Background: an optimization exercise with open tools, aiming at small area and a short achievable clock period. Do not read the settings as production practice. At most, simulation tests tie the RTL to the original design; equivalence was not proved. The RTL of runs 3 to 5 was laid out without a check of its function. Power is estimated from default activity; no workload was simulated.

==> design/flow/design.v <==
package pmp_pkg;
  typedef enum logic [1:0] {
    A_OFF   = 2'b00,
    A_TOR   = 2'b01,
    A_NA4   = 2'b10,
    A_NAPOT = 2'b11
  } pmp_amode_e;
  typedef struct packed {
    logic       locked;
    logic [1:0] reserved;
    logic [1:0] addr_mode;
    logic       x;
    logic       w;
    logic       r;
  } pmpcfg_t;
  typedef enum logic [1:0] {
    CSR_READ  = 2'b00,
    CSR_WRITE = 2'b01,
    CSR_SET   = 2'b10,
    CSR_CLEAR = 2'b11
  } csr_op_e;
  localparam logic [11:0] CSR_PMPCFG0  = 12'h3A0;
  localparam logic [11:0] CSR_PMPCFG2  = 12'h3A2;
  localparam logic [11:0] CSR_PMPADDR0 = 12'h3B0;
  localparam int          MAX_ENTRIES  = 16;
endpackage
import pmp_pkg::*;
module pmp_cfg_warl (
  input  pmp_pkg::pmpcfg_t old_cfg,
  input  logic [7:0] new_byte,
  input  logic       lock,
  output pmp_pkg::pmpcfg_t stored
);
  always_comb begin
    stored = old_cfg;
    if (!lock) begin
      stored.locked    = new_byte[7];
      stored.reserved  = 2'b00;
      stored.addr_mode = new_byte[4:3];
      stored.x         = new_byte[2];
      stored.w         = new_byte[1] & new_byte[0];
      stored.r         = new_byte[0];
    end
  end
endmodule
import pmp_pkg::*;
module pmp_csr_bank #(
  parameter int PMP_LEN    = 54,
  parameter int NR_ENTRIES = 16
) (
  input  logic                      clk_i,
  input  logic                      rst_i,
  input  logic                      req_valid_i,
  input  logic [11:0]               req_addr_i,
  input  logic [1:0]                req_op_i,
  input  logic [63:0]               req_wdata_i,
  input  logic [1:0]                priv_lvl_i,
  output logic                      rsp_valid_o,
  output logic [63:0]               rsp_rdata_o,
  output logic                      rsp_error_o,
  output logic [16*PMP_LEN-1:0]     conf_addr_o,
  output logic [127:0]              conf_o,
  output logic                      cfg_changed_o
);
  localparam int NE = 16;
  logic [NE-1:0][PMP_LEN-1:0] addr_q;
  logic [NE-1:0]              l_q, x_q, w_q, r_q;
  logic [NE-1:0][1:0]         a_q;
  logic [NE-1:0][7:0] cfg_byte;
  for (genvar k = 0; k < NE; k++) begin : g_cfg_byte
    assign cfg_byte[k] = {l_q[k], 2'b00, a_q[k], x_q[k], w_q[k], r_q[k]};
  end
  logic        is_cfg0, is_cfg2, is_cfg, is_addr, priv_ok, legal, wr;
  logic [3:0]  idx;
  logic [NE-1:0] addr_sel;
  logic        op_w, op_s;
  assign is_cfg0 = (req_addr_i == CSR_PMPCFG0);
  assign is_cfg2 = (req_addr_i == CSR_PMPCFG2);
  assign is_cfg  = is_cfg0 | is_cfg2;
  assign is_addr = (req_addr_i[11:4] == CSR_PMPADDR0[11:4]);
  assign priv_ok = (priv_lvl_i == 2'b11);
  assign legal   = priv_ok & (is_cfg | is_addr);
  assign idx     = req_addr_i[3:0];
  assign op_w    = (req_op_i == CSR_WRITE);
  assign op_s    = (req_op_i == CSR_SET);
  assign wr      = req_valid_i & !rst_i & legal & (req_op_i != CSR_READ);
  for (genvar i = 0; i < NE; i++) begin : g_sel
    assign addr_sel[i] = (idx == 4'(i));
  end
  logic [NE-1:0] addr_lock;
  for (genvar i = 0; i < NE; i++) begin : g_alock
    if (i + 1 < NE) begin : g_tor
      assign addr_lock[i] = l_q[i] | (l_q[i+1] & (a_q[i+1] == A_TOR));
    end else begin : g_last
      assign addr_lock[i] = l_q[i];
    end
  end
  logic [63:0] col_ld, col_val;
  assign col_ld  = {64{rst_i | op_w}} | req_wdata_i;
  assign col_val = rst_i ? 64'd0 : (op_w ? req_wdata_i : {64{op_s}});
  logic [NE-1:0] addr_en, cfg_en;
  for (genvar i = 0; i < NE; i++) begin : g_rows
    assign addr_en[i] = rst_i | (wr & is_addr & addr_sel[i] & !addr_lock[i]);
    if (i < 8) begin : g_c0
      assign cfg_en[i] = rst_i | (wr & is_cfg0 & !l_q[i]);
    end else begin : g_c2
      assign cfg_en[i] = rst_i | (wr & is_cfg2 & !l_q[i]);
    end
  end
  for (genvar i = 0; i < NE; i++) begin : g_addr
    for (genvar b = 0; b < PMP_LEN; b++) begin : g_bit
      always_ff @(posedge clk_i)
        if (addr_en[i] && col_ld[b]) addr_q[i][b] <= col_val[b];
    end
  end
  function automatic logic nb(input logic [63:0] ld, input logic [63:0] val,
                              input int c, input logic old);
    nb = ld[c] ? val[c] : old;
  endfunction
  for (genvar k = 0; k < NE; k++) begin : g_cfg
    localparam int C = (k % 8) * 8;
    always_ff @(posedge clk_i) begin
      if (cfg_en[k]) begin
        l_q[k]    <= nb(col_ld, col_val, C+7, l_q[k]);
        a_q[k][1] <= nb(col_ld, col_val, C+4, a_q[k][1]);
        a_q[k][0] <= nb(col_ld, col_val, C+3, a_q[k][0]);
        x_q[k]    <= nb(col_ld, col_val, C+2, x_q[k]);
        w_q[k]    <= nb(col_ld, col_val, C+1, w_q[k]) &
                     nb(col_ld, col_val, C+0, r_q[k]);
        r_q[k]    <= nb(col_ld, col_val, C+0, r_q[k]);
      end
    end
  end
  logic [PMP_LEN-1:0] addr_rd;
  logic [63:0]        cfg_rd, old_val;
  always_comb begin
    addr_rd = '0;
    for (int i = 0; i < NE; i++)
      addr_rd = addr_rd | ({PMP_LEN{addr_sel[i]}} & addr_q[i]);
  end
  assign cfg_rd  = req_addr_i[1] ? cfg_byte[15:8] : cfg_byte[7:0];
  assign old_val = priv_ok ? ((is_addr ? {{(64-PMP_LEN){1'b0}}, addr_rd} : 64'd0) |
                              (is_cfg  ? cfg_rd : 64'd0))
                           : 64'd0;
  logic [63:0] adiff, cdiff;
  always_comb begin
    adiff = '0;
    for (int b = 0; b < PMP_LEN; b++)
      adiff[b] = col_ld[b] & (col_val[b] ^ addr_rd[b]);
    cdiff = '0;
    for (int j = 0; j < 8; j++) begin
      if (!cfg_rd[8*j+7]) begin
        cdiff[8*j+7] = col_ld[8*j+7] & (col_val[8*j+7] ^ cfg_rd[8*j+7]);
        cdiff[8*j+4] = col_ld[8*j+4] & (col_val[8*j+4] ^ cfg_rd[8*j+4]);
        cdiff[8*j+3] = col_ld[8*j+3] & (col_val[8*j+3] ^ cfg_rd[8*j+3]);
        cdiff[8*j+2] = col_ld[8*j+2] & (col_val[8*j+2] ^ cfg_rd[8*j+2]);
        cdiff[8*j+0] = col_ld[8*j+0] & (col_val[8*j+0] ^ cfg_rd[8*j+0]);
        cdiff[8*j+1] = (nb(col_ld, col_val, 8*j+1, cfg_rd[8*j+1]) &
                        nb(col_ld, col_val, 8*j+0, cfg_rd[8*j+0])) ^ cfg_rd[8*j+1];
      end
    end
  end
  logic       wa, wc;
  logic [3:0] chg_d, chg_q;
  assign wa = wr & is_addr & !(|(addr_sel & addr_lock));
  assign wc = wr & is_cfg;
  for (genvar j = 0; j < 4; j++) begin : g_chg
    assign chg_d[j] = (wa & |adiff[16*j +: 16]) | (wc & |cdiff[16*j +: 16]);
  end
  always_ff @(posedge clk_i) begin
    rsp_valid_o <= req_valid_i & !rst_i;
    chg_q       <= chg_d;
    rsp_rdata_o <= old_val;
    rsp_error_o <= !legal;
  end
  assign cfg_changed_o = |chg_q;
  assign conf_o        = cfg_byte;
  assign conf_addr_o   = addr_q;
endmodule
==> design/flow/flow/run.sh <==
#!/bin/bash
# Layout: the standard ORFS flow (standard.sh), except that the input and
# output port buffers are the smallest buffer cell instead of the resizer's
# default pick (a 10 um2 delay buffer). Timing repair resizes them as needed.
set -o pipefail
export BUFFER_PORTS_ARGS="-buffer_cell sky130_fd_sc_hd__buf_1"
bash standard.sh > standard.log 2>&1
==> design/flow/standard.sh <==
#!/bin/bash
# synth_recipe.tcl (not shown) runs the flow's synth.tcl, then flattens the netlist and writes it again
# the make line also repeats each setting of config.mk as NAME=value (left out here)
make -C /OpenROAD-flow-scripts/flow DESIGN_CONFIG=/design/flow/config.mk WORK_HOME=/design/flow/orfs CLKGATE_MAP_FILE= SYNTH_SCRIPT=/design/flow/synth_recipe.tcl "${@:-finish}"
==> design/flow/config.mk <==
export PLATFORM = sky130hd
export DESIGN_NAME = pmp_csr_bank
export DESIGN_NICKNAME = pmp_csr_bank
export VERILOG_FILES = /design/flow/design.v
export SDC_FILE = /design/flow/constraint.sdc
export NUM_CORES = 4
export LEC_CHECK = 0
export ABC_AREA = 1
export CAP_MARGIN = 20
export CORE_AREA = 3 3 327 327
export CTS_CLUSTER_DIAMETER = 120
export CTS_CLUSTER_SIZE = 26
export DIE_AREA = 0 0 330 330
export GPL_ROUTABILITY_DRIVEN = 0
export SETUP_SLACK_MARGIN = 5
export SLEW_MARGIN = 20
export TNS_END_PERCENT = 5
==> design/flow/constraint.sdc <==
create_clock -name core_clock -period 8.0 [get_ports {clk_i}]
set_input_delay 1.6000 -clock core_clock [delete_from_list [all_inputs] [get_ports {clk_i}]]
set_output_delay 1.6000 -clock core_clock [all_outputs]
set_load 0.01 [all_outputs]
==> notes.md, run 1 <==
register area just over 0.03 mm2; Iteration-0 DRC Markers approximately 8k; sequential share of power 56.2%; Worst-path clk slew ~110 ps; WL/cell approximately 34 um; RSZ-0062 raised after global routing true; placed cells 7359; Power Dens Cells between 200 and 250 mW/mm2; Port-buffer cells between 1k and 1.5k; Clk network pwr share a little under a quarter; vias in the first global route 40.9k; Worst-Margin Slew roughly 1200 ps; Post-synth EDFFs 960; maxcap violations 0; main flop type after synthesis edfxtp_1; Max Fanout on Critical Path 1; cell leakage power between 0.02 and 0.025 uW; Setup TNS Final 0 ps; Clock Latency Late Sink slightly above 700 ps; worst path required time ~6400 ps; critical path cell sequence or4_4 -> buf_6; CP Capture Type primary output; grt ovf 0; H-tree levels 2; Hold Buf Count CTS 0; final hold vios 0; Syn Std Cell Area 0.0472 mm2; largest net degree at the start of global routing 59; I/O Pins between 1k and 1.5k; Final Power roughly 12000 uW; clock sink count 1027; Int Power approximately 8000 uW; core area 0.104 mm2; Hold Crit Class reg -> reg; sw frac between 30% and 40%; Worst Setup Start Kind flop; Mapped Cells just over 5k; DR vias roughly 46k; fmax approximately 300 MHz; Sw Pwr about 3900 uW; initial antenna violation count 39; Remaining DRCs 0; CP max stage delay between 500 and 600 ps; final worst clock skew 37.0 ps; die height between 300 and 400 um; Setup Crit Path Kind reg -> out; die width 330 um; Post-Layout Cell Count approximately 7.7k; nets@finish around 6.3k; final worst path period need 3310 ps; Synth cell types between 40 and 50; Fill cells 9523; share of cells above drive strength 1 approximately an eighth; Num CTS Buffers 45; first-pass iteration count of the detailed router 9; P&R area growth vs syn 24.8%; Max-slew headroom roughly a fifth; Total GRT Usage roughly 46%; maximum VDD drop ~0.20 mV; number of synthesis warnings 1; Comb power frac about 20%; row count around 120; CTS tree yes; Initial Utilization 45.5%; endpoints failing setup 0; total die area 0.109 mm2; first-pass GRT wire length 340000 um; Vias/cell between 6 and 7; Seq/Total Area, Yosys 63.9%; Clock Root Buffer clkbuf_16; fin worst setup slack around 4700 ps; Routed Antenna Nets 0; Clock Path Buffers 3; drt total wl 262000 um; ys async rst share 0%; Worst Path Arrival around 1700 ps; status timing/DRC/antenna clean; Final Cycle Share 41.4%; #FFs+latches synth roughly 1k; syn avg cell area 9.25 um2; Slew Limit Fails 0; Post-DP HPWL 166000 um; Critical-path top delay cell or4_4; setup slack at placement 1340 ps; footprint of the multi-input gates ~0.016 mm2
[critical path, delay by kind of cell, from the launching register on]
family,cells,cell delay [ps]
DFF,1,320
and+or+nand+nor,1,520
buffers and inverters,1,160
[final timing paths]
path / from / endpoint / slack [ps] / cells after the start
setup / recovery: chg_q[1]$_DFF_P_ / cfg_changed_o / 4690 / 2
hold reg to reg: x_q[7]$_DFFE_PP_ / rsp_rdata_o[58]$_SDFF_PN0_ / 600 / 2
hold / removal: x_q[7]$_DFFE_PP_ / rsp_rdata_o[58]$_SDFF_PN0_ / 600 / 2
setup reg to reg: a_q[28]$_DFFE_PP_ / addr_q[729]$_DFFE_PP_ / 5320 / 3
[kinds of logic (layout without fill, tap and decap cells)]
kind of cell / after synthesis / in the layout / synth area share, %
buffers and inverters: 631 / 1761 / 5.66
other: 1 / 66 / 0.00794
muxes: 4 / 4 / 0.0848
AOI/OAI and AO/OA: 547 / 547 / 6.23
and+or+nand+nor: 2885 / 2892 / 24.0
xor gates and xnor gates: 5 / 5 / 0.0928
DFF: 1027 / 1027 / 63.9
[synthesized netlist by cell type, types with 2 or more instances]
cell type | instances | share of area (%)
inv_2 | 12 | 0.095
mux2i_1 | 4 | 0.085
o21ai_1 | 11 | 0.12
nand2_2 | 2 | 0.027
or2_2 | 10 | 0.13
clkbuf_1 | 236 | 1.9
nand2_1 | 1478 | 12
o21a_1 | 2 | 0.032
a211oi_1 | 2 | 0.032
nand3b_1 | 5 | 0.080
nor2_1 | 1093 | 8.7
nand2_4 | 2 | 0.048
nand3_1 | 256 | 2.7
a31o_2 | 6 | 0.11
clkinv_1 | 8 | 0.064
o22ai_1 | 35 | 0.46
a31oi_1 | 5 | 0.066
nor2_2 | 10 | 0.13
xor2_1 | 5 | 0.093
inv_1 | 247 | 2.0
a21oi_1 | 262 | 2.8
nand4_1 | 20 | 0.27
buf_4 | 37 | 0.59
a41oi_2 | 2 | 0.069
a221oi_1 | 3 | 0.056
o21ai_0 | 202 | 2.1
edfxtp_1 | 960 | 61
o211ai_1 | 3 | 0.048
a31oi_2 | 8 | 0.21
buf_6 | 10 | 0.24
buf_2 | 71 | 0.75
nor4_1 | 2 | 0.027
a21oi_2 | 3 | 0.056
dfxtp_1 | 67 | 2.8
nor3_1 | 3 | 0.032
buf_1 | 10 | 0.080
[per-stage QoR]
step	utilization [%]	cell area, um2	hold WS, ps
after floorplan	-	47900	604
after global placement	51.3	53200	602
after detailed placement	51.3	53300	608
after CTS	55.9	58000	613
after global routing	56.7	58900	672
final	56.7	58900	601
[power groups by stage]
stage | combinational (uW) | sequential, uW | clock, uW
2_1_floorplan | 820 | 7010 | 0
3_5_place_dp | 2090 | 6880 | 0
3_3_place_gp | 2070 | 6870 | 0
4_1_cts | 2280 | 6760 | 2890
6_report | 2390 | 6780 | 2900
5_1_grt | 2490 | 6810 | 3040
[final cells by class]
cell class                      count  share of cell area, %
Sequential cell                  1027                   51.2
Tap cell                         1380                   2.93
Antenna cell                       31                  0.132
Clock inverter                      4                 0.0489
Inverter                          267                   1.98
Multi-Input combinational cell   3483                   27.7
Timing Repair Buffer             1401                   13.6
Clock buffer                       80                   2.21
Timing Repair inverter              9                  0.132
[registers in the layout (all words and copies together) (netlist names)]
| name | flops |
|---|---|
| a_q | 32 |
| addr_q | 864 |
| chg_q | 4 |
| l_q | 16 |
| r_q | 16 |
| rsp_error_o | 1 |
| rsp_rdata_o | 61 |
| rsp_valid_o | 1 |
| w_q | 16 |
| x_q | 16 |
[placed cells by master, fill, tap and decap left out, drive strengths merged, types with 2 or more instances in the layout]
cell type,Yosys,layout
inv,259,253
clkinvlp,0,12
bufbuf,0,8
bufinv,0,2
nand4,20,20
o22ai,35,35
conb,1,35
xor2,5,5
a41oi,3,3
nor4,4,4
clkinv,8,13
a21oi,265,265
buf,128,1382
or2,10,10
nand2,1482,1486
a211oi,2,2
o21ai,213,213
nand3b,5,5
edfxtp,960,960
nor2,1103,1105
diode,0,31
clkbuf,236,91
a31o,6,6
a31oi,13,13
nor3,3,3
o21a,2,2
mux2i,4,4
dfxtp,67,67
nand3,256,257
o211ai,3,3
a221oi,3,3
[routing by layer]
| metal | part of all wire [%] | vias to the layer above | wire, um | global-route usage [%] |
|---|---|---|---|---|
| met5 | 0.0084 | - | 22 | 0 |
| met1 | 34 | 22200 | 88400 | 57.1 |
| li1 | - | 19000 | - | - |
| met2 | 43 | 4030 | 113000 | 68.1 |
| met4 | 8.2 | 4 | 21500 | 30.7 |
| met3 | 15 | 874 | 39600 | 15.8 |
[repair_timing]
item | CTS | global route
gates resized for setup | 356 | 111
pin swaps | 60 | 9
endpoints found under the setup margin | 2042 | 1075
setup buffers | 141 | 20
cloned | 38 | 9
==> run 2, diff against run 1 <==
--- a/design/flow/config.mk
+++ b/design/flow/config.mk
@@ -11,7 +11,6 @@
 export CTS_CLUSTER_DIAMETER = 120
 export CTS_CLUSTER_SIZE = 26
 export DIE_AREA = 0 0 330 330
-export GPL_ROUTABILITY_DRIVEN = 0
-export SETUP_SLACK_MARGIN = 5
+export SETUP_SLACK_MARGIN = 4.8
 export SLEW_MARGIN = 20
 export TNS_END_PERCENT = 5
==> notes.md, run 2 <==
Worst-Margin Slew around 1200 ps; largest registers addr_q: 864 flops, rsp_rdata_o: 61 flops, a_q: 32 flops; Sw Pwr around 3800 uW; main flop type after synthesis edfxtp_1; Clock Path Buffers 3; syn avg cell area between 9 and 10 um2; ys async rst share 0%; number of synthesis warnings 1; maxcap violations 0; I/O Pins between 1k and 1.5k; clock sink count 1027; initial antenna violation count 28; Final Cycle Share around 42%; P&R area growth vs syn 20.6%; H-tree levels 2; Int Power a little over 8000 uW; Total GRT Usage 44.2%; Hold Buf Count CTS 0; Max-slew headroom between 20% and 30%; endpoints failing setup 0; nets@finish 6262; grt ovf 0; Iteration-0 DRC Markers between 6k and 7k; Num CTS Buffers 45; total die area between 0.1 and 0.15 mm2; Setup Crit Path Kind in -> reg; Fill cells slightly below 10k; Max Fanout on Critical Path 12; fin worst setup slack around 4600 ps; Power Dens Cells about 210 mW/mm2; fmax a little under 300 MHz; Placer Congestion ~0.97; most instantiated cells after synthesis 1478 x nand2_1, 1093 x nor2_1, 960 x edfxtp_1, 262 x a21oi_1, 256 x nand3_1; worst path required time 8380 ps; Comb power frac a little under a fifth; Clock Latency Late Sink 680 ps; sw frac between 30% and 40%; Initial Utilization 45.5%; sequential share of power about 57%; post-synth top area share between 60% and 70%; maximum VDD drop 0.252 mV; vias in the first global route between 40k and 50k; core area just over 0.1 mm2; Yosys top cell by area edfxtp_1; first-pass iteration count of the detailed router 8; first-pass GRT wire length roughly 330000 um; CTS tree yes; Syn Std Cell Area 0.0472 mm2; RSZ-0062 raised after global routing true; Synth area leaders edfxtp_1 61%, nand2_1 12%, nor2_1 8.7%; Largest Register addr_q; die height 330 um; max FFs per register 864; largest net degree at the start of global routing 67; drt total wl around 250000 um; Post-synth EDFFs 960; setup slack at placement around 1200 ps; final worst clock skew about 19 ps; Remaining DRCs 0; final hold vios 0; Setup TNS Final 0 ps; Slew Limit Fails 0; commonest non-fill, non-tap cell in the layout nand2_1; die width around 330 um; Worst Path Arrival 3750 ps; Mapped Cells between 5k and 6k; cell leakage power between 0.02 and 0.025 uW; Worst-path clk slew around 110 ps; Post-DP HPWL roughly 160000 um; Clk network pwr share around a quarter; CP Capture Type flop; Vias/cell between 5 and 6; Port-buffer cells about 1.1k; Seq/Total Area, Yosys between 60% and 70%; count leader, synth nand2_1; row count about 120; Worst Setup Start Kind input pin; Hold Crit Class reg -> reg; commonest cells after routing, fill and taps aside 1456 x nand2_1, 1094 x buf_1, 1045 x nor2_1; flop2flop setup slack 4970 ps; WL/cell 33.1 um; final worst path period need ~3400 ps; Clock Root Buffer clkbuf_16; Routed Antenna Nets 0; DR vias ~45k; Synth cell types 44; #FFs+latches synth 1027; share of cells above drive strength 1 about 9%; status timing/DRC/antenna clean
## run 2: cell counts after synthesis
No cell type changed its count.
## run 2: cell families after synthesis
group | after synthesis | share of synthesized area, %
other | 1 | 0.00794
flip-flops | 1027 | 63.9
multiplexers | 4 | 0.0848
XOR/XNOR | 5 | 0.0928
AND/OR/NAND/NOR | 2885 | 24.0
AO/OA/AOI/OAI | 547 | 6.23
buffers and inverters | 631 | 5.66
## run 2: per-layer routing
| layer | vias to the layer above | part of all wire [%] | GRT usage, % |
|---|---|---|---|
| li1 | 18900 | - | - |
| met1 | 22200 | 34 | 55.2 |
| met2 | 3552 | 44 | 67.4 |
| met3 | 778 | 13 | 12.3 |
| met4 | 4 | 8.2 | 29.1 |
| met5 | - | 0.011 | 0 |
## run 2: through the flow
stage	total power [uW]	instance area [um2]	hold WS, ps	std cells	utilization [%]
2_1_floorplan	7820	47700	604	5134	-
3_3_place_gp	8910	53000	579	7351	51.0
3_5_place_dp	8950	53000	587	7353	51.1
4_1_cts	11800	56200	608	7554	54.1
5_1_grt	12200	56900	665	7613	54.8
6_report	11900	56900	606	7619	54.9
## run 2: power groups by stage
stage	Combinational, uW	Sequential, uW	Clock, uW
finish	2250	6790	2840
global route	2360	6810	3000
CTS	2160	6760	2830
detailed placement	2060	6890	0
global placement	2030	6880	0
floorplan	806	7010	0
## run 2: final timing paths
| path | cells past startpoint | end | startpoint |
|---|---|---|---|
| worst min-delay path | 2 | rsp_rdata_o[58]$_SDFF_PN0_ | x_q[7]$_DFFE_PP_ |
| worst max-delay path | 10 | addr_q[730]$_DFFE_PP_ | req_addr_i[11] |
| worst min register to register | 2 | rsp_rdata_o[58]$_SDFF_PN0_ | x_q[7]$_DFFE_PP_ |
| worst max register to register | 7 | chg_q[2]$_DFF_P_ | l_q[5]$_DFFE_PP_ |
## run 2: cell type report
type / count / area, um2 / area share, %
diodes: 27 / 67.6 / 0.119
clock buffers: 79 / 1260 / 2.22
clock inverters: 1 / 11.3 / 0.0198
inverters: 267 / 1130 / 1.98
multi-input cells: 3492 / 15800 / 27.8
flip-flops and latches: 1027 / 30200 / 53.0
well taps: 1380 / 1730 / 3.03
repair buffers: 1337 / 6670 / 11.7
repair inverters: 9 / 55.1 / 0.0967
## run 2: critical path, cell delays in order
cell	delay, ps
buf_1	80
nor2_2	100
nand3_2	100
nor4_4	240
buf_6	220
nand4_1	180
bufinv_16	330
buf_12	160
nand3_4	380
a21oi_1	350
## run 2: repair_timing
item / in CTS / in global routing
endpoints found under the setup margin: 1994 / 569
buffers inserted: 93 / 29
cloned: 28 / 9
gates resized for setup: 205 / 84
pin swaps: 33 / 14
hold endpoints to repair: 0 / 0
==> run 3, diff against run 2 <==
--- a/design/flow/design.v
+++ b/design/flow/design.v
@@ -67,6 +67,9 @@
   logic [NE-1:0]              l_q, x_q, w_q, r_q;
   logic [NE-1:0][1:0]         a_q;
   logic [NE-1:0][7:0] cfg_byte;
+  logic [PMP_LEN-1:0] addr_rd;           
+  logic [63:0]        cfg_rd, old_val;   
+  logic [63:0]        addr_nv, cfg_nv;   
   for (genvar k = 0; k < NE; k++) begin : g_cfg_byte
     assign cfg_byte[k] = {l_q[k], 2'b00, a_q[k], x_q[k], w_q[k], r_q[k]};
   end
@@ -110,7 +113,7 @@
   for (genvar i = 0; i < NE; i++) begin : g_addr
     for (genvar b = 0; b < PMP_LEN; b++) begin : g_bit
       always_ff @(posedge clk_i)
-        if (addr_en[i] && col_ld[b]) addr_q[i][b] <= col_val[b];
+        if (addr_en[i]) addr_q[i][b] <= addr_nv[b];
     end
   end
   function automatic logic nb(input logic [63:0] ld, input logic [63:0] val,
@@ -121,18 +124,15 @@
     localparam int C = (k % 8) * 8;
     always_ff @(posedge clk_i) begin
       if (cfg_en[k]) begin
-        l_q[k]    <= nb(col_ld, col_val, C+7, l_q[k]);
-        a_q[k][1] <= nb(col_ld, col_val, C+4, a_q[k][1]);
-        a_q[k][0] <= nb(col_ld, col_val, C+3, a_q[k][0]);
-        x_q[k]    <= nb(col_ld, col_val, C+2, x_q[k]);
-        w_q[k]    <= nb(col_ld, col_val, C+1, w_q[k]) &
-                     nb(col_ld, col_val, C+0, r_q[k]);
-        r_q[k]    <= nb(col_ld, col_val, C+0, r_q[k]);
+        l_q[k]    <= cfg_nv[C+7];
+        a_q[k][1] <= cfg_nv[C+4];
+        a_q[k][0] <= cfg_nv[C+3];
+        x_q[k]    <= cfg_nv[C+2];
+        w_q[k]    <= cfg_nv[C+1] & cfg_nv[C+0];
+        r_q[k]    <= cfg_nv[C+0];
       end
     end
   end
-  logic [PMP_LEN-1:0] addr_rd;
-  logic [63:0]        cfg_rd, old_val;
   always_comb begin
     addr_rd = '0;
     for (int i = 0; i < NE; i++)
@@ -142,6 +142,14 @@
   assign old_val = priv_ok ? ((is_addr ? {{(64-PMP_LEN){1'b0}}, addr_rd} : 64'd0) |
                               (is_cfg  ? cfg_rd : 64'd0))
                            : 64'd0;
+  for (genvar b = 0; b < 64; b++) begin : g_nv
+    if (b < PMP_LEN) begin : g_a
+      assign addr_nv[b] = col_ld[b] ? col_val[b] : addr_rd[b];
+    end else begin : g_z
+      assign addr_nv[b] = 1'b0;
+    end
+    assign cfg_nv[b] = col_ld[b] ? col_val[b] : cfg_rd[b];
+  end
   logic [63:0] adiff, cdiff;
   always_comb begin
     adiff = '0;
@@ -160,20 +168,14 @@
       end
     end
   end
-  logic       wa, wc;
-  logic [3:0] chg_d, chg_q;
-  assign wa = wr & is_addr & !(|(addr_sel & addr_lock));
-  assign wc = wr & is_cfg;
-  for (genvar j = 0; j < 4; j++) begin : g_chg
-    assign chg_d[j] = (wa & |adiff[16*j +: 16]) | (wc & |cdiff[16*j +: 16]);
-  end
+  logic chg_d;
+  assign chg_d = wr & (is_addr ? (!(|(addr_sel & addr_lock)) & (|adiff)) : (|cdiff));
   always_ff @(posedge clk_i) begin
     rsp_valid_o <= req_valid_i & !rst_i;
-    chg_q       <= chg_d;
+    cfg_changed_o <= chg_d;
     rsp_rdata_o <= old_val;
     rsp_error_o <= !legal;
   end
-  assign cfg_changed_o = |chg_q;
   assign conf_o        = cfg_byte;
   assign conf_addr_o   = addr_q;
 endmodule
==> design/flow/config.mk (replaced) <==
export PLATFORM = sky130hd
export DESIGN_NAME = pmp_csr_bank
export DESIGN_NICKNAME = pmp_csr_bank
export VERILOG_FILES = /design/flow/design.v
export SDC_FILE = /design/flow/constraint.sdc
export NUM_CORES = 4
export LEC_CHECK = 0
export CAP_MARGIN = 20
export CORE_MARGIN = 2
export CORE_UTILIZATION = 40
export SETUP_SLACK_MARGIN = 4.5
export SLEW_MARGIN = 20
==> notes.md, run 3 <==
Clock Root Buffer clkbuf_16; syn avg cell area between 10 and 15 um2; core area roughly 0.11 mm2; Post-Synth XOR/XNOR Area 0.199%; met2 Resource Use GR 72.9%; total die area 0.112 mm2; Simple-Gate Fraction of Synth Area under 10%; largest registers addr_q: 864 flops, rsp_rdata_o: 61 flops, a_q: 32 flops; nets@finish 4595; clock sink count between 1k and 1.5k; Clock Latency Late Sink 770 ps; post-synthesis adder-cell area fraction 0%; Setup TNS Final 0 ps; Seq/Total Area, Yosys between 60% and 70%; #FFs+latches synth a little over 1k; main flop type after synthesis edfxtp_1; commonest non-fill, non-tap cell in the layout buf_1; Fill cells between 9k and 10k; Hold Buf Count CTS 0; Power Dens Cells 247 mW/mm2; Initial Utilization 40.4%; Vias/cell roughly 7.0; ys async rst share 0%; sequential share of power about 45%; Most Crowded Layer GR met2; Clock Path Buffers 3; Synth area leaders edfxtp_1 66%, mux2i_1 3.8%, dfxtp_1 2.9%; Worst Path Arrival approximately 5100 ps; final worst path period need between 4000 and 5000 ps; Largest Register addr_q; endpoints failing setup 0; CP Capture Type flop; Final Cycle Share 56.3%; initial antenna violation count 41; first-pass iteration count of the detailed router 8; worst hold path cell count 2; Synth cell types 89; Post-synth EDFFs 960; Yosys top cell by area edfxtp_1; first-pass GRT wire length between 300000 and 400000 um; maximum VDD drop roughly 0.20 mV; Setup Crit Path Kind in -> reg; grt ovf 0; hold wc startpoint w_q[7]$_DFFE_PP_; Hold Crit Class reg -> reg; fmax between 200 and 250 MHz; Num CTS Buffers roughly 110; maxcap violations 0; Iteration-0 DRC Markers between 8k and 9k; Sw Pwr roughly 4700 uW; Synth Area in Compound Gates between 10% and 20%; Worst Setup Start Kind input pin; path depth of the worst reg2reg path 10; share of cells above drive strength 1 roughly a fifth; met3 usage in global routing ~22%; Port-buffer cells 1103; DR vias ~42k; max FFs per register around 860; Max Fanout on Critical Path 16; number of synthesis warnings 1; most instantiated cells after synthesis 960 x edfxtp_1, 165 x mux2i_1, 160 x nand2_1, 147 x o21ai_0, 131 x a22oi_1; Slew Limit Fails 0; count leader, synth edfxtp_1; cell leakage power 0.0211 uW; Routed Antenna Nets 0; final worst clock skew ~67 ps; die height 335 um; worst path required time slightly below 9000 ps; RSZ-0062 raised after global routing true; reg-to-reg endpoint cfg_changed_o$_DFF_P_; row count 121; Int Power a little over 10000 uW; largest net degree at the start of global routing 68; worst hold endpoint rsp_rdata_o[57]$_SDFF_PN0_; Mapped Cells 3113; Worst-Margin Slew about 1200 ps; Post-DP HPWL between 150000 and 200000 um; sw frac 31.8%; Placer Congestion 1.01; main combinational cell family by area after synthesis compound AO/OA/AOI/OAI gates; vias in the first global route ~38k; Worst-path clk slew around 70 ps; post-synth top area share roughly 66%; die width approximately 340 um; Total GRT Usage roughly half; Max-slew headroom between 10% and 20%; Remaining DRCs 0; H-tree levels 3; multiplexer area fraction after synthesis 4.79%; P&R area growth vs syn 36.2%; reg2reg start addr_q[440]$_DFFE_PP_; Hold WS approximately 600 ps; Comb power frac about a fifth; status timing/DRC/antenna clean; final hold vios 0; met1 Use GR approximately three fifths; I/O Pins between 1k and 1.5k; flop2flop setup slack 4520 ps; commonest cells after routing, fill and taps aside 1097 x buf_1, 960 x edfxtp_1, 235 x buf_4; Syn Std Cell Area around 0.044 mm2; critical path startpoint req_addr_i[2]; Clk network pwr share a little over a third; WL/cell around 49 um; CTS tree yes; drt total wl between 200000 and 300000 um
-- run 3: worst max-delay path, cell delays in order --
cell,delay (ps)
clkbuf_8,250
or2_2,380
buf_4,360
a21oi_2,80
a2111oi_4,600
nand3_1,320
o21ai_0,260
nand4_1,190
a2111oi_2,420
nand4_1,190
nor4_4,350
o2bb2ai_1,90
-- run 3: area by class of cell --
type,instances,area (um2),share of cell area [%]
Timing Repair Buffer,1499,8890,14.9
Clock buffer,142,2890,4.83
Multi-Input combinational cell,1803,15100,25.2
Clock inverter,60,694,1.16
Sequential cell,1024,30100,50.3
Antenna cell,27,67.6,0.113
Tap cell,1414,1770,2.96
Inverter,77,297,0.496
-- run 3: logic make-up after synthesis --
group / Yosys count
AOI/OAI and AO/OA: 942
muxes: 199
DFF: 1024
xor gates and xnor gates: 10
buffers and inverters: 347
other: 1
and+or+nand+nor: 590
-- run 3: timing repair --
| action | CTS | global route |
|---|---|---|
| buffers inserted | 176 | 44 |
| gates cloned | 43 | 6 |
| endpoints found under the setup margin | 1934 | 473 |
| pin swaps | 97 | 39 |
| resized for setup | 260 | 57 |
| endpoints found under the hold margin | 0 | 0 |
-- run 3: through the flow --
stage	util, %	worst slack (ps)	power [uW]	instances	cell area, um2
final	55.0	3490	14800	6046	59800
after global routing	54.9	3590	14900	6029	59800
after CTS	54.0	3710	14500	5963	58700
after detailed placement	47.2	1090	9080	5542	51300
after global placement	47.2	1130	9060	5542	51300
after floorplan	-	3380	7760	3147	45900
-- run 3: power by group through the flow --
stage | clock (uW) | sequential, uW | combinational [uW]
finish | 5200 | 6650 | 2920
global route | 5340 | 6660 | 2880
CTS | 5150 | 6620 | 2690
detailed placement | 0 | 6730 | 2350
global placement | 0 | 6720 | 2340
floorplan | 0 | 6830 | 922
-- run 3: worst max-delay path by stage --
stage,end,depth (start not counted)
3_3_place_gp,cfg_changed_o$_DFF_P_,15
4_1_cts,cfg_changed_o$_DFF_P_,13
6_report,cfg_changed_o$_DFF_P_,12
3_5_place_dp,cfg_changed_o$_DFF_P_,15
5_1_grt,cfg_changed_o$_DFF_P_,12
2_1_floorplan,cfg_changed_o$_DFF_P_,17
-- run 3: layer usage --
layer	routed length (um)	share of wire, %
met1	98300	33
met2	124000	42
met3	49000	17
met4	24900	8.4
met5	388	0.13
==> run 4, diff against run 3 <==
--- a/design/flow/design.v
+++ b/design/flow/design.v
@@ -168,14 +168,20 @@
       end
     end
   end
-  logic chg_d;
-  assign chg_d = wr & (is_addr ? (!(|(addr_sel & addr_lock)) & (|adiff)) : (|cdiff));
+  logic       wa, wc;
+  logic [7:0] chg_d, chg_q;
+  assign wa = wr & is_addr & !(|(addr_sel & addr_lock));
+  assign wc = wr & is_cfg;
+  for (genvar j = 0; j < 8; j++) begin : g_chg
+    assign chg_d[j] = (wa & |adiff[8*j +: 8]) | (wc & |cdiff[8*j +: 8]);
+  end
   always_ff @(posedge clk_i) begin
     rsp_valid_o <= req_valid_i & !rst_i;
-    cfg_changed_o <= chg_d;
+    chg_q       <= chg_d;
     rsp_rdata_o <= old_val;
     rsp_error_o <= !legal;
   end
+  assign cfg_changed_o = |chg_q;
   assign conf_o        = cfg_byte;
   assign conf_addr_o   = addr_q;
 endmodule
--- a/design/flow/config.mk
+++ b/design/flow/config.mk
@@ -7,6 +7,6 @@
 export LEC_CHECK = 0
 export CAP_MARGIN = 20
 export CORE_MARGIN = 2
-export CORE_UTILIZATION = 40
-export SETUP_SLACK_MARGIN = 4.5
+export CORE_UTILIZATION = 50
+export SETUP_SLACK_MARGIN = 5
 export SLEW_MARGIN = 20
==> notes.md, run 4 <==
status stopped before the end; Halt Stage I/O pin placement; tool error message [ERROR PPL-0024] Number of IO pins (1142) exceeds maximum number of available positions (1082). Increase the die perimeter from 1198.84um to 1553.12um.; number of synthesis warnings 1; Initial Utilization between 50 and 60%; Syn Std Cell Area 0.0437 mm2; Synth area leaders edfxtp_1 66%, mux2i_1 4.5%, a22oi_1 3.4%; main flop type after synthesis edfxtp_1; Post-Synth XOR/XNOR Area 0.180%; post-synthesis adder-cell area fraction 0%; most instantiated cells after synthesis 960 x edfxtp_1, 196 x a22oi_1, 195 x mux2i_1, 181 x nand2_1, 164 x o22ai_1; main combinational cell family by area after synthesis compound AO/OA/AOI/OAI gates; count leader, synth edfxtp_1; syn avg cell area 14.3 um2; ys async rst share 0%; Synth cell types between 90 and 100; die height 300 um; die width between 200 and 300 um; Synth Area in Compound Gates between 15 and 20%; multiplexer area fraction after synthesis 5.20%; Seq/Total Area, Yosys 69.2%; Yosys top cell by area edfxtp_1; row count approximately 110; Mapped Cells between 3k and 4k; Post-synth EDFFs between 900 and 1k; #FFs+latches synth 1031; post-synth top area share between 60% and 70%; Simple-Gate Fraction of Synth Area between 6 and 7%
==> run 4: cell types whose count changed after synthesis, sizes merged, moves of 30 or more <==
| cell | change |
|---|---|
| o22ai | +47 |
| nand3 | -30 |
| mux2i | +30 |
| a221oi | -31 |
| o21ai | -31 |
| a21oi | -39 |
| nor2 | +44 |
| a22o | -33 |
| a22oi | +66 |
==> run 4: cell families after synthesis <==
kind of cell              after synthesis
DFF                                  1031
AOI/OAI and AO/OA                     912
and+or+nand+nor                       562
buffers and inverters                 332
muxes                                 218
xor gates and xnor gates                9
other                                   1
==> run 5, diff against run 4 <==
--- a/design/flow/config.mk
+++ b/design/flow/config.mk
@@ -7,6 +7,6 @@
 export LEC_CHECK = 0
 export CAP_MARGIN = 20
 export CORE_MARGIN = 2
-export CORE_UTILIZATION = 50
+export CORE_UTILIZATION = 45
 export SETUP_SLACK_MARGIN = 5
 export SLEW_MARGIN = 20
==> notes.md, run 5 <==
number of synthesis warnings 1; Mapped Cells 3065; post-synth top area share 65.9%; Synth area leaders edfxtp_1 66%, mux2i_1 4.5%, a22oi_1 3.4%; die width approximately 320 um; Seq/Total Area, Yosys 69.2%; Yosys top cell by area edfxtp_1; syn avg cell area roughly 14 um2; status stopped before the end; Initial Utilization between 40% and 50%; count leader, synth edfxtp_1; Synth cell types 97; tool error message [ERROR PPL-0024] Number of IO pins (1142) exceeds maximum number of available positions (1138). Increase the die perimeter from 1262.82um to 1553.12um.; most instantiated cells after synthesis 960 x edfxtp_1, 196 x a22oi_1, 195 x mux2i_1, 181 x nand2_1, 164 x o22ai_1; Syn Std Cell Area 0.0437 mm2; ys async rst share 0%; row count 114; #FFs+latches synth 1031; die height between 300 and 400 um; Halt Stage I/O pin placement; main flop type after synthesis edfxtp_1; Post-synth EDFFs between 900 and 1k
run 5: cells by family after synthesis:
| logic type | Yosys count | synth area share (%) |
|---|---|---|
| AOI/OAI and AO/OA | 912 | 15.0 |
| xor gates and xnor gates | 9 | 0.180 |
| buffers and inverters | 332 | 3.92 |
| DFF | 1031 | 69.2 |
| muxes | 218 | 5.20 |
| other | 1 | 0.00858 |
| and+or+nand+nor | 562 | 6.50 |

## afterwards: timing with drivers on the ports
No port has a modelled driver above. Below, the same layouts with a new extraction and two added sets of constraints. Step 1, drivers: a clkbuf_16 drives clk_i and a buf_2 each remaining input, both assumed. Step 2 adds t to the input delays and takes it off the output delays; t is the mean of the earliest and latest rising clock arrival at the registers after step 1. Input paths then give back, and output paths get back, about the clock's delay inside the block. Three values: no drivers, after step 1, after step 2; two values: the first two.
run	t, ns	setup slack, ns	hold slack, ns	worst setup path after step 2	worst register clock-pin slew, ns
run 1	0.764	4.686 / 4.554 / 3.790	0.601 / 0.601 / 0.601	input to register	0.12 / 0.12
run 2	0.746	4.631 / 4.440 / 3.694	0.606 / 0.606 / 0.606	input to register	0.12 / 0.12
run 3	0.819	3.493 / 3.258 / 2.439	0.600 / 0.600 / 0.600	input to register	0.07 / 0.07
After both steps every run listed still meets setup and hold. For run 3, which loses most, drivers alone change the setup slack by -0.235 ns; drivers and shift together by -1.054 ns.
